This is an optimization exercise on Yosys and OpenROAD, whose aim is small area, a short achievable clock period and few clock cycles, not a production implementation.
At most, simulation tests tie the RTL to the original design; equivalence was not proved.
Power is estimated from default activity; no workload was simulated.

maple:
Design snow_column_top, start of the top module:
module snow_column_top
(
	input wire clk,
	input wire rst,
	input wire wb_cyc,
	input wire wb_stb,
	input wire wb_we,
	input snow_pkg::wb_addr_t wb_adr,
	input snow_pkg::wb_data_t wb_wdata,
	output snow_pkg::wb_data_t wb_rdata,
	output logic wb_ack
);
For scale: ~2000 cells after synthesis, about 460 flip-flops, ~73 I/O pins.
export LEC_CHECK = 0
export CAP_MARGIN = 20
export CORE_MARGIN = 2
export CORE_UTILIZATION = 40
export SLEW_MARGIN = 20
create_clock -name core_clock -period 22.0 [get_ports {clk}]
standard.sh (not shown) runs the stock make flow with config.mk's settings and CLKGATE_MAP_FILE= SYNTH_SCRIPT=/design/flow/synth_recipe.tcl, a recipe that flattens the netlist after the stock synthesis.
==> flow/flow/run.sh <==
#!/bin/bash
set -eo pipefail
export SETUP_SLACK_MARGIN=16.5
bash standard.sh > standard.log 2>&1
## Diff of input files: cedar against maple
--- a/flow/design.v
+++ b/flow/design.v
@@ -57,12 +57,13 @@
 	logic [15:0] sweep;
 	logic seeding;
 	logic [3:0] cnt;
 	logic ready, vready;
 	logic dmode;                 
 	logic seed_v, seed_4;        
+	fx_t vert_q;                 
 	logic signed [16:0] acc1;    
 	logic [18:0] dsh;            
 	logic signed [18:0] acc2;    
 	fx_t veff_q;                 
 	function automatic fx_t u_of(input logic [18:0] c);
 		u_of = c[18] ? 18'sd0 : fx_t'(c[17:0]);
@@ -70,32 +71,33 @@
 	function automatic fx_t v_of(input logic [18:0] c);
 		v_of = c[18] ? fx_t'(c[17:0]) : 18'sd0;
 	endfunction
 	function automatic logic fz_of(input logic [18:0] c);
 		fz_of = !c[17] && c[16];
 	endfunction
-	logic vcommit, rcommit, commit, shift;
+	logic vcommit, rcommit, commit, shift, force_beta;
 	assign vcommit = vready;
 	assign rcommit = ready && pending;
 	assign commit = vcommit || rcommit;
 	assign shift = (seeding && cnt != 4'd8) || rcommit;
+	assign force_beta = seeding && !vready;
 	logic [18:0] ring_in, seed;
 	assign ring_in = (seeding || first) ? seed : last;
 	fx_t ub, ut, vert, xs, dlt, t_a, t_b, t_c;
 	logic [17:0] v_s, v_c;
 	logic signed [18:0] sum1;
-	assign ub = (k == 4'd9 || seeding) ? c_beta : u_of(ring[0]);
-	assign ut = (k == 4'd8 || seeding) ? c_beta : u_of(ring[2]);
+	assign ub = (k == 4'd8 || force_beta) ? c_beta : u_of(ring[1]);
+	assign ut = (k == 4'd7 || force_beta) ? c_beta : u_of(ring[3]);
 	assign xs = fx_t'(acc1 >>> 1);
 	assign t_a = dmode ? xs : ut;
 	assign t_b = dmode ? c_sixth : ub;
 	assign t_c = dmode ? ~u_of(ring[1]) : c_beta;
 	csa #(18) vert_csa (.a(t_a), .b(t_b), .c(t_c), .s(v_s), .cy(v_c));
 	add_fast #(18) vert_add (.a(v_s), .b(v_c), .ci(dmode), .s(vert));
 	assign dlt = vert;
-	add_fast #(19) acc1_add (.a({{2{acc1[16]}}, acc1}), .b({vert[17], vert}), .ci(1'b0), .s(sum1));
+	add_fast #(19) acc1_add (.a({{2{acc1[16]}}, acc1}), .b({vert_q[17], vert_q}), .ci(1'b0), .s(sum1));
 	logic [2:0] win;
 	logic signed [19:0] a20, mag, pp;
 	logic signed [18:0] acc_in, sum2;
 	assign win = dsh[2:0];
 	assign a20 = {{3{c_alpha[16]}}, c_alpha};
 	always_comb begin
@@ -214,12 +216,15 @@
 			for (int i = 0; i < 8; i++) begin
 				ring[i] <= ring[i + 1];
 			end
 			ring[8] <= ring_in;
 			prev_fz <= fz_of(ring[0]);
 		end
+		if (commit || (seeding && cnt == 4'd15)) begin
+			vert_q <= vert;
+		end
 		if (restart_q || commit) begin
 			acc1 <= '0;
 		end else if (cnt <= 4'd6) begin
 			acc1 <= 17'(sum1 >>> 2);
 		end
 		if (seeding && cnt == 4'd7) begin
Notes after the runs:
maple finished every step from synthesis to the final layout, and the layout passed the timing, design-rule and antenna checks.
cedar was carried through to the last stage, and its layout satisfied the timing, design-rule and antenna checks.
Compared with maple, in cedar maximum vdd ir drop has increased, critical path depth has decreased, worst setup slack has increased.
maple ended up with acc1[14] as its endpoint of the worst setup timing path; cedar ended up with wb_ack.
cedar against maple: proportion of power drawn by the clock network saw an increase; non-clock inverter total of the final layout saw a decrease; wire length on met3 saw an increase.
No functional check of the RTL was part of any run of this note.


The RTL this note starts from:
==> flow/design.v <==
`default_nettype none
package snow_pkg;
	typedef logic signed [17:0] fx_t;
	typedef logic [3:0] cell_addr_t;
	typedef logic [2:0] wb_addr_t;
	typedef logic [31:0] wb_data_t;
	localparam int NUM_CELLS = 10;
	localparam cell_addr_t SEED_CELL = 4'd4;
	localparam fx_t FX_ONE = 18'sb01_0000000000000000;
	localparam fx_t FX_SIXTH = 18'sb00_0010101010101010;
	localparam wb_addr_t REG_CTRL = 3'd0;
	localparam wb_addr_t REG_ALPHA = 3'd1;
	localparam wb_addr_t REG_BETA = 3'd2;
	localparam wb_addr_t REG_GAMMA = 3'd3;
	localparam wb_addr_t REG_STEP = 3'd4;
	localparam wb_addr_t REG_CELL = 3'd5;
	localparam wb_addr_t REG_LAST_U = 3'd6;
	localparam wb_addr_t REG_LAST_V = 3'd7;
	typedef enum logic [2:0] {SEED, IDLE, FETCH, WAIT_READ, SOLVE, COMMIT} sweep_state_t;
	function automatic fx_t fx_mult(input fx_t a, input fx_t b);
		logic signed [35:0] prod;
		prod = a * b;
		fx_mult = {prod[35], prod[32:16]};
	endfunction
endpackage
`default_nettype wire
`timescale 1ns/100ps
`default_nettype none
module snow_column_top
(
	input wire clk,
	input wire rst,
	input wire wb_cyc,
	input wire wb_stb,
	input wire wb_we,
	input snow_pkg::wb_addr_t wb_adr,
	input snow_pkg::wb_data_t wb_wdata,
	output snow_pkg::wb_data_t wb_rdata,
	output logic wb_ack
);
	typedef logic signed [17:0] fx_t;
	logic req, wr_req, rd_req;
	logic [17:0] h_alpha, h_beta, h_gamma;
	logic pending;
	logic restart_q;
	assign req = wb_cyc && wb_stb && !wb_ack;
	assign wr_req = req && wb_we;
	assign rd_req = req && !wb_we;
	logic [16:0] c_alpha;       
	fx_t c_beta, c_gamma;
	fx_t c_sixth;               
	logic [18:0] ring [0:9];    
	logic [18:0] prev;
	logic [18:0] last;
	logic [3:0] last_idx;
	logic [3:0] k;
	logic [15:0] sweep;
	logic seeding;
	logic [3:0] cnt;
	logic signed [16:0] acc1;   
	logic signed [18:0] acc2;   
	logic [18:0] dsh;           
	function automatic fx_t u_of(input logic [18:0] c);
		u_of = c[18] ? 18'sd0 : fx_t'(c[17:0]);
	endfunction
	function automatic fx_t v_of(input logic [18:0] c);
		v_of = c[18] ? fx_t'(c[17:0]) : 18'sd0;
	endfunction
	function automatic logic fz_of(input logic [18:0] c);
		fz_of = !c[17] && c[16];
	endfunction
	logic vcommit, rcommit, commit, shift;
	logic ready, vready;
	assign vcommit = vready;
	assign rcommit = ready && pending;
	assign commit = vcommit || rcommit;
	assign shift = seeding || rcommit;
	logic [18:0] seed;
	logic seed_v;
	fx_t vsum;
	assign seed_v = (cnt == 4'd3) || (cnt == 4'd4) || (cnt == 4'd5);
	assign seed = seed_v ? {1'b1, vsum} : {1'b0, c_beta};
	fx_t ub, ut, vert;
	logic signed [18:0] sum1;
	fx_t xs, dlt;
	assign ub = (k == 4'd9) ? c_beta : u_of(ring[0]);
	assign ut = (k == 4'd8 || seeding) ? c_beta : u_of(ring[2]);
	assign vert = ut + ub + c_beta;
	assign sum1 = acc1 + vert;
	assign xs = fx_t'(acc1 >>> 1);
	assign dlt = xs + c_sixth - u_of(ring[1]);
	logic [2:0] win;
	logic signed [19:0] a20, mag, pp;
	logic signed [18:0] acc_in;
	logic signed [18:0] sum2;
	assign win = commit ? {dlt[1:0], 1'b0} : dsh[2:0];
	assign a20 = {{3{c_alpha[16]}}, c_alpha};
	always_comb begin
		case (win)
			3'b001, 3'b010, 3'b101, 3'b110: mag = a20;
			3'b011, 3'b100: mag = a20 <<< 1;
			default: mag = '0;
		endcase
		pp = win[2] ? -mag : mag;
	end
	assign acc_in = commit ? 19'sd0 : (acc2 >>> 2);
	assign sum2 = acc_in + pp[18:0];
	fx_t fxp, u0, v0, raw, un, veff, s_new;
	logic hit;
	logic [18:0] result;
	assign fxp = {acc2[18], acc2[16:0]};
	assign u0 = u_of(ring[0]);
	assign v0 = !seeding ? v_of(ring[0]) : (cnt == 4'd4) ? 18'sh10000 : c_beta;
	assign raw = u0 + fxp;
	assign un = (!raw[17] && raw[16]) ? 18'sh10000 : raw;
	assign vsum = v0 + c_gamma;
	assign veff = (!vsum[17] && vsum[16]) ? 18'sh10000 : vsum;
	assign s_new = un + veff;
	assign hit = fz_of(ring[0]) || ((k != 4'd0) && fz_of(prev)) || ((k != 4'd9) && fz_of(ring[1]));
	assign result = {hit, s_new};
	fx_t lu, lv;
	assign lu = u_of(last);
	assign lv = v_of(last);
	always_ff @(posedge clk) begin
		if (rst) begin
			wb_ack <= 1'b0;
			restart_q <= 1'b1;
			h_alpha <= '0;
			h_beta <= '0;
			h_gamma <= '0;
			pending <= 1'b0;
		end else begin
			wb_ack <= req;
			restart_q <= wr_req && (wb_adr == snow_pkg::REG_CTRL) && wb_wdata[0];
			if (wr_req) begin
				case (wb_adr)
					snow_pkg::REG_ALPHA: h_alpha <= wb_wdata[17:0];
					snow_pkg::REG_BETA: h_beta <= wb_wdata[17:0];
					snow_pkg::REG_GAMMA: h_gamma <= wb_wdata[17:0];
					default: ;
				endcase
			end
			if (wr_req && (wb_adr == snow_pkg::REG_STEP) && wb_wdata[0]) begin
				pending <= 1'b1;
			end else if (rcommit) begin
				pending <= 1'b0;
			end
		end
		case (wb_adr)
			snow_pkg::REG_ALPHA: wb_rdata <= {14'd0, h_alpha};
			snow_pkg::REG_BETA: wb_rdata <= {14'd0, h_beta};
			snow_pkg::REG_GAMMA: wb_rdata <= {14'd0, h_gamma};
			snow_pkg::REG_STEP: wb_rdata <= {31'd0, pending};
			snow_pkg::REG_CELL: wb_rdata <= {sweep, 7'd0, fz_of(last), 4'd0, last_idx};
			snow_pkg::REG_LAST_U: wb_rdata <= {{14{lu[17]}}, lu};
			snow_pkg::REG_LAST_V: wb_rdata <= {{14{lv[17]}}, lv};
			default: wb_rdata <= '0;
		endcase
		if (rst) begin
			last <= '0;
			last_idx <= '0;
		end else if (rcommit) begin
			last <= result;
			last_idx <= k;
		end
		if (restart_q) begin
			c_alpha <= h_alpha[17:1];
			c_beta <= h_beta;
			c_gamma <= h_gamma;
		end
		if (rst || restart_q) begin
			seeding <= 1'b1;
			ready <= 1'b0;
			vready <= 1'b0;
			cnt <= '0;
			k <= 4'd9;
			sweep <= '0;
		end else begin
			if (commit) begin
				cnt <= '0;
			end else if (seeding || cnt != 4'd8) begin
				cnt <= cnt + 4'd1;
			end
			if (vcommit) begin
				seeding <= 1'b0;
			end
			ready <= !commit && !seeding && (ready || cnt == 4'd7);
			vready <= seeding && cnt == 4'd8;
			if (commit) begin
				k <= (k == 4'd9) ? 4'd0 : k + 4'd1;
			end
			if (rcommit) begin
				if (k == 4'd9) begin
					sweep <= sweep + 16'd1;
				end
			end
		end
		if (shift) begin
			for (int i = 0; i < 9; i++) begin
				ring[i] <= ring[i + 1];
			end
			ring[9] <= seeding ? seed : result;
			prev <= ring[0];
		end
		if (seeding && cnt == 4'd7) begin
			c_sixth <= xs;
		end
		if (restart_q || commit) begin
			acc1 <= '0;
		end else if (cnt <= 4'd6) begin
			acc1 <= 17'(sum1 >>> 2);
		end
		if (commit || cnt <= 4'd7) begin
			acc2 <= sum2;
		end
		dsh <= commit ? {dlt[17], dlt[17], dlt[17:1]} : {dsh[18], dsh[18], dsh[18:2]};
	end
endmodule
`default_nettype wire
clock: 22.0 ns
lec_check: 0
cap_margin: 20
core_margin: 2
core_utilization: 40
slew_margin: 20
run.sh (not shown) runs the stock make flow with config.mk's settings and CLKGATE_MAP_FILE= SYNTH_SCRIPT=/design/flow/synth_recipe.tcl, a recipe that flattens the netlist after the stock synthesis.
Stock flow here: none of the scripts above is used.
Change:
--- a/flow/design.v
+++ b/flow/design.v
@@ -71,14 +71,20 @@
 	endfunction
 	logic vcommit, rcommit, commit, shift;
-	logic ready, vready;
-	assign vcommit = vready;
-	assign rcommit = ready && pending;
+	assign vcommit = seeding && (cnt == 4'd9);
+	assign rcommit = !seeding && pending && (cnt == 4'd8);
 	assign commit = vcommit || rcommit;
 	assign shift = seeding || rcommit;
 	logic [18:0] seed;
-	logic seed_v;
-	fx_t vsum;
-	assign seed_v = (cnt == 4'd3) || (cnt == 4'd4) || (cnt == 4'd5);
-	assign seed = seed_v ? {1'b1, vsum} : {1'b0, c_beta};
+	fx_t beta_gamma;
+	assign beta_gamma = c_beta + c_gamma;
+	always_comb begin
+		if (cnt == 4'd4) begin
+			seed = {1'b1, c_gamma[17:16] + 2'd1, c_gamma[15:0]};
+		end else if (cnt == 4'd3 || cnt == 4'd5) begin
+			seed = {1'b1, beta_gamma};
+		end else begin
+			seed = {1'b0, c_beta};
+		end
+	end
 	fx_t ub, ut, vert;
 	logic signed [18:0] sum1;
@@ -106,10 +112,10 @@
 	assign acc_in = commit ? 19'sd0 : (acc2 >>> 2);
 	assign sum2 = acc_in + pp[18:0];
-	fx_t fxp, u0, v0, raw, un, veff, s_new;
+	fx_t fxp, u0, v0, raw, un, vsum, veff, s_new;
 	logic hit;
 	logic [18:0] result;
 	assign fxp = {acc2[18], acc2[16:0]};
 	assign u0 = u_of(ring[0]);
-	assign v0 = !seeding ? v_of(ring[0]) : (cnt == 4'd4) ? 18'sh10000 : c_beta;
+	assign v0 = v_of(ring[0]);
 	assign raw = u0 + fxp;
 	assign un = (!raw[17] && raw[16]) ? 18'sh10000 : raw;
@@ -125,5 +131,5 @@
 		if (rst) begin
 			wb_ack <= 1'b0;
-			restart_q <= 1'b1;
+			restart_q <= 1'b0;
 			h_alpha <= '0;
 			h_beta <= '0;
@@ -157,20 +163,17 @@
 			default: wb_rdata <= '0;
 		endcase
-		if (rst) begin
-			last <= '0;
-			last_idx <= '0;
-		end else if (rcommit) begin
-			last <= result;
-			last_idx <= k;
-		end
-		if (restart_q) begin
-			c_alpha <= h_alpha[17:1];
-			c_beta <= h_beta;
-			c_gamma <= h_gamma;
-		end
 		if (rst || restart_q) begin
+			if (rst) begin
+				c_alpha <= '0;
+				c_beta <= '0;
+				c_gamma <= '0;
+				last <= '0;
+				last_idx <= '0;
+			end else begin
+				c_alpha <= h_alpha[17:1];
+				c_beta <= h_beta;
+				c_gamma <= h_gamma;
+			end
 			seeding <= 1'b1;
-			ready <= 1'b0;
-			vready <= 1'b0;
 			cnt <= '0;
 			k <= 4'd9;
@@ -185,10 +188,10 @@
 				seeding <= 1'b0;
 			end
-			ready <= !commit && !seeding && (ready || cnt == 4'd7);
-			vready <= seeding && cnt == 4'd8;
 			if (commit) begin
 				k <= (k == 4'd9) ? 4'd0 : k + 4'd1;
 			end
 			if (rcommit) begin
+				last <= result;
+				last_idx <= k;
 				if (k == 4'd9) begin
 					sweep <= sweep + 16'd1;
@@ -206,5 +209,5 @@
 			c_sixth <= xs;
 		end
-		if (restart_q || commit) begin
+		if (rst || restart_q || commit) begin
 			acc1 <= '0;
 		end else if (cnt <= 4'd6) begin
Synthesized area climbs by 5.5%. Synthesized cell count climbs by 6.9%. Register-to-register slack gets worse by 0.40 ns. Final area climbs by 5.0%. Power climbs by 10%. Clock skew barely changes. Fmax drops by 5.1%. Core utilization stays flat. Clock power climbs by 3.0%.
Testbench counts after the change, summed over its fixed seeds: cycles 34,008.
For the first run of this note, only the layout was checked, not whether the RTL still works.


snow_column_top, a different RTL version from the one above (not shown whole).
Size: about 500 flip-flops, about 73 I/O pins, ~24000 sq um of cells after synthesis.
// snow_column_top
module snow_column_top
(
	input wire clk,
	input wire rst,
	input wire wb_cyc,
	input wire wb_stb,
	input wire wb_we,
	input snow_pkg::wb_addr_t wb_adr,
	input snow_pkg::wb_data_t wb_wdata,
	output snow_pkg::wb_data_t wb_rdata,
	output logic wb_ack
);
	typedef logic signed [17:0] fx_t;
	logic req, wr_req;
	logic [17:0] h_alpha, h_beta, h_gamma;
	logic pending;
	logic restart_q;
	logic [17:0] wq_data;
	logic wq_alpha, wq_beta, wq_gamma;
	assign req = wb_cyc && wb_stb && !wb_ack;
	assign wr_req = req && wb_we;
	logic [16:0] c_alpha;        
	fx_t c_beta, c_gamma;
	fx_t c_sixth;                
	logic [18:0] ring [0:8];     
	logic prev_fz;               
	logic [18:0] last;           
	logic first;                 
	logic [3:0] last_idx;
	logic [3:0] k;
	logic [15:0] sweep;
	logic seeding;
	logic [3:0] cnt;
	logic ready, vready;
	logic seed_v, seed_4;        
	fx_t vert_q;                 
  ...
export LEC_CHECK = 0
export CAP_MARGIN = 20
export CORE_MARGIN = 2
export CORE_UTILIZATION = 40
export SLEW_MARGIN = 20
create_clock -name core_clock -period 22.0 [get_ports {clk}]
standard.sh (not shown) runs the stock make flow with config.mk's settings and CLKGATE_MAP_FILE= SYNTH_SCRIPT=/design/flow/synth_recipe.tcl, a recipe that flattens the netlist after the stock synthesis.
Scripts as last shown in full above: flow/flow/run.sh
Testbench counts at the start, summed over its fixed seeds: cycles 34,024.
Edit:
--- a/flow/design.v
+++ b/flow/design.v
@@ -37,66 +37,62 @@
 	input snow_pkg::wb_data_t wb_wdata,
 	output snow_pkg::wb_data_t wb_rdata,
 	output logic wb_ack
 );
 	typedef logic signed [17:0] fx_t;
 	logic req, wr_req;
 	logic [17:0] h_alpha, h_beta, h_gamma;
 	logic pending;
 	logic restart_q;
-	logic [17:0] wq_data;
-	logic wq_alpha, wq_beta, wq_gamma;
 	assign req = wb_cyc && wb_stb && !wb_ack;
 	assign wr_req = req && wb_we;
 	logic [16:0] c_alpha;        
 	fx_t c_beta, c_gamma;
 	fx_t c_sixth;                
 	logic [18:0] ring [0:8];     
 	logic prev_fz;               
 	logic [18:0] last;           
 	logic first;                 
 	logic [3:0] last_idx;
 	logic [3:0] k;
 	logic [15:0] sweep;
 	logic seeding;
 	logic [3:0] cnt;
 	logic ready, vready;
 	logic seed_v, seed_4;        
-	fx_t vert_q;                 
 	logic signed [16:0] acc1;    
 	logic [18:0] dsh;            
 	logic signed [18:0] acc2;    
 	fx_t veff_q;                 
 	function automatic fx_t u_of(input logic [18:0] c);
 		u_of = c[18] ? 18'sd0 : fx_t'(c[17:0]);
 	endfunction
 	function automatic fx_t v_of(input logic [18:0] c);
 		v_of = c[18] ? fx_t'(c[17:0]) : 18'sd0;
 	endfunction
 	function automatic logic fz_of(input logic [18:0] c);
 		fz_of = !c[17] && c[16];
 	endfunction
-	logic vcommit, rcommit, commit, shift, force_beta;
+	logic vcommit, rcommit, commit, shift;
 	assign vcommit = vready;
 	assign rcommit = ready && pending;
 	assign commit = vcommit || rcommit;
 	assign shift = (seeding && cnt != 4'd8) || rcommit;
 	logic [18:0] ring_in, seed;
 	assign ring_in = (seeding || first) ? seed : last;
-	assign force_beta = seeding && !vready;
 	fx_t ub, ut, vert, xs, dlt;
 	logic [17:0] v_s, v_c, d_s, d_c;
 	logic signed [18:0] sum1;
-	assign ub = (k == 4'd8 || force_beta) ? c_beta : u_of(ring[1]);
-	assign ut = (k == 4'd7 || force_beta) ? c_beta : u_of(ring[3]);
+	assign ub = (k == 4'd9 || seeding) ? c_beta : u_of(ring[0]);
+	assign ut = (k == 4'd8 || seeding) ? c_beta : u_of(ring[2]);
 	csa #(18) vert_csa (.a(ut), .b(ub), .c(c_beta), .s(v_s), .cy(v_c));
 	add_fast #(18) vert_add (.a(v_s), .b(v_c), .ci(1'b0), .s(vert));
-	add_fast #(19) acc1_add (.a({{2{acc1[16]}}, acc1}), .b({vert_q[17], vert_q}), .ci(1'b0), .s(sum1));
+	add_fast #(19) acc1_add (.a({{2{acc1[16]}}, acc1}), .b({vert[17], vert}), .ci(1'b0), .s(sum1));
 	assign xs = fx_t'(acc1 >>> 1);
 	csa #(18) dlt_csa (.a(xs), .b(c_sixth), .c(~u_of(ring[1])), .s(d_s), .cy(d_c));
 	add_fast #(18) dlt_add (.a(d_s), .b(d_c), .ci(1'b1), .s(dlt));
 	logic [2:0] win;
 	logic signed [19:0] a20, mag, pp;
 	logic signed [18:0] acc_in, sum2;
 	assign win = dsh[2:0];
 	assign a20 = {{3{c_alpha[16]}}, c_alpha};
 	always_comb begin
@@ -130,44 +126,36 @@
 	assign lu = u_of(last);
 	assign lv = v_of(last);
 	always_ff @(posedge clk) begin
 		if (rst) begin
 			wb_ack <= 1'b0;
 			restart_q <= 1'b1;
 			h_alpha <= '0;
 			h_beta <= '0;
 			h_gamma <= '0;
-			wq_alpha <= 1'b0;
-			wq_beta <= 1'b0;
-			wq_gamma <= 1'b0;
 			pending <= 1'b0;
 		end else begin
 			wb_ack <= req;
 			restart_q <= wr_req && (wb_adr == snow_pkg::REG_CTRL) && wb_wdata[0];
-			wq_alpha <= wr_req && (wb_adr == snow_pkg::REG_ALPHA);
-			wq_beta <= wr_req && (wb_adr == snow_pkg::REG_BETA);
-			wq_gamma <= wr_req && (wb_adr == snow_pkg::REG_GAMMA);
-			if (wq_alpha) begin
-				h_alpha <= wq_data;
-			end
-			if (wq_beta) begin
-				h_beta <= wq_data;
-			end
-			if (wq_gamma) begin
-				h_gamma <= wq_data;
+			if (wr_req) begin
+				case (wb_adr)
+					snow_pkg::REG_ALPHA: h_alpha <= wb_wdata[17:0];
+					snow_pkg::REG_BETA: h_beta <= wb_wdata[17:0];
+					snow_pkg::REG_GAMMA: h_gamma <= wb_wdata[17:0];
+					default: ;
+				endcase
 			end
 			if (wr_req && (wb_adr == snow_pkg::REG_STEP) && wb_wdata[0]) begin
 				pending <= 1'b1;
 			end else if (rcommit) begin
 				pending <= 1'b0;
 			end
 		end
-		wq_data <= wb_wdata[17:0];
 		case (wb_adr)
 			snow_pkg::REG_ALPHA: wb_rdata <= {14'd0, h_alpha};
 			snow_pkg::REG_BETA: wb_rdata <= {14'd0, h_beta};
 			snow_pkg::REG_GAMMA: wb_rdata <= {14'd0, h_gamma};
 			snow_pkg::REG_STEP: wb_rdata <= {31'd0, pending};
 			snow_pkg::REG_CELL: wb_rdata <= {sweep, 7'd0, fz_of(last), 4'd0, last_idx};
 			snow_pkg::REG_LAST_U: wb_rdata <= {{14{lu[17]}}, lu};
 			snow_pkg::REG_LAST_V: wb_rdata <= {{14{lv[17]}}, lv};
 			default: wb_rdata <= '0;
@@ -217,21 +205,18 @@
 				sweep <= sweep + 16'd1;
 			end
 		end
 		if (shift) begin
 			for (int i = 0; i < 8; i++) begin
 				ring[i] <= ring[i + 1];
 			end
 			ring[8] <= ring_in;
 			prev_fz <= fz_of(ring[0]);
-		end
-		if (commit || (seeding && cnt == 4'd15)) begin
-			vert_q <= vert;
 		end
 		if (restart_q || commit) begin
 			acc1 <= '0;
 		end else if (cnt <= 4'd6) begin
 			acc1 <= 17'(sum1 >>> 2);
 		end
 		if (seeding && cnt == 4'd7) begin
 			c_sixth <= xs;
 		end
What happened:
- synthesized area is lower by 3.2%
- total power shrinks by 5.5%
- routed wire length decreases by 5.8%
- cell count went up by 2.3%
- setup slack is better by 0.020 ns
- global-route usage went down by 0.44 points
- worst hold slack is better by 0.0045 ns
- synthesized cell count went up by 2.8%
- first-iteration DRC count drops by 21%
- non-clock buffer count rose by 21
- design area shrinks by 1.2%
- sequential power is lower by about 9%
- die area decreases by 3.2%
- combinational power goes up by 11%
Testbench counts after the change, summed over its fixed seeds: cycles 34,024.

==> port drivers added, routing unchanged <==
No port has a modelled driver above. Below, the same layouts with a new extraction and two added sets of constraints. Step 1: set_driving_cell puts a clkbuf_16 on clk and a buf_2 on each other input, an assumption about the parent block. Step 2 moves the port delays by t, midway between the first and last clock arrival at a register: inputs arrive t later, outputs are due t later. That takes back most of the time a late clock gives input paths. a / b / c = ideal / step 1 / step 2; a / b = the first two.
| run | t (ns) | slack for setup (ns) | clock arrival spread, ns | worst register clock-pin slew, ns |
|---|---|---|---|---|
| maple | 0.641 | 16.252 / 16.252 / 15.948 | 0.021 / 0.021 | 0.07 / 0.07 |
| cedar | 0.656 | 16.508 / 16.455 / 15.882 | 0.022 / 0.022 | 0.07 / 0.07 |
| the first run of note 2 | 0.633 | 14.567 / 14.567 / 14.567 | 0.019 / 0.018 | 0.06 / 0.06 |
| the second run of note 2 | 0.623 | 14.171 / 14.171 / 14.171 | 0.017 / 0.017 | 0.06 / 0.06 |
| the first run of note 3 | 0.654 | 16.503 / 16.446 / 15.918 | 0.024 / 0.024 | 0.07 / 0.07 |
| the second run of note 3 | 0.645 | 16.523 / 16.462 / 15.990 | 0.041 / 0.042 | 0.07 / 0.07 |
After both steps setup and hold are still met in every run listed. For cedar, which loses most, drivers alone change the setup slack by -0.053 ns; drivers and shift together by -0.626 ns.
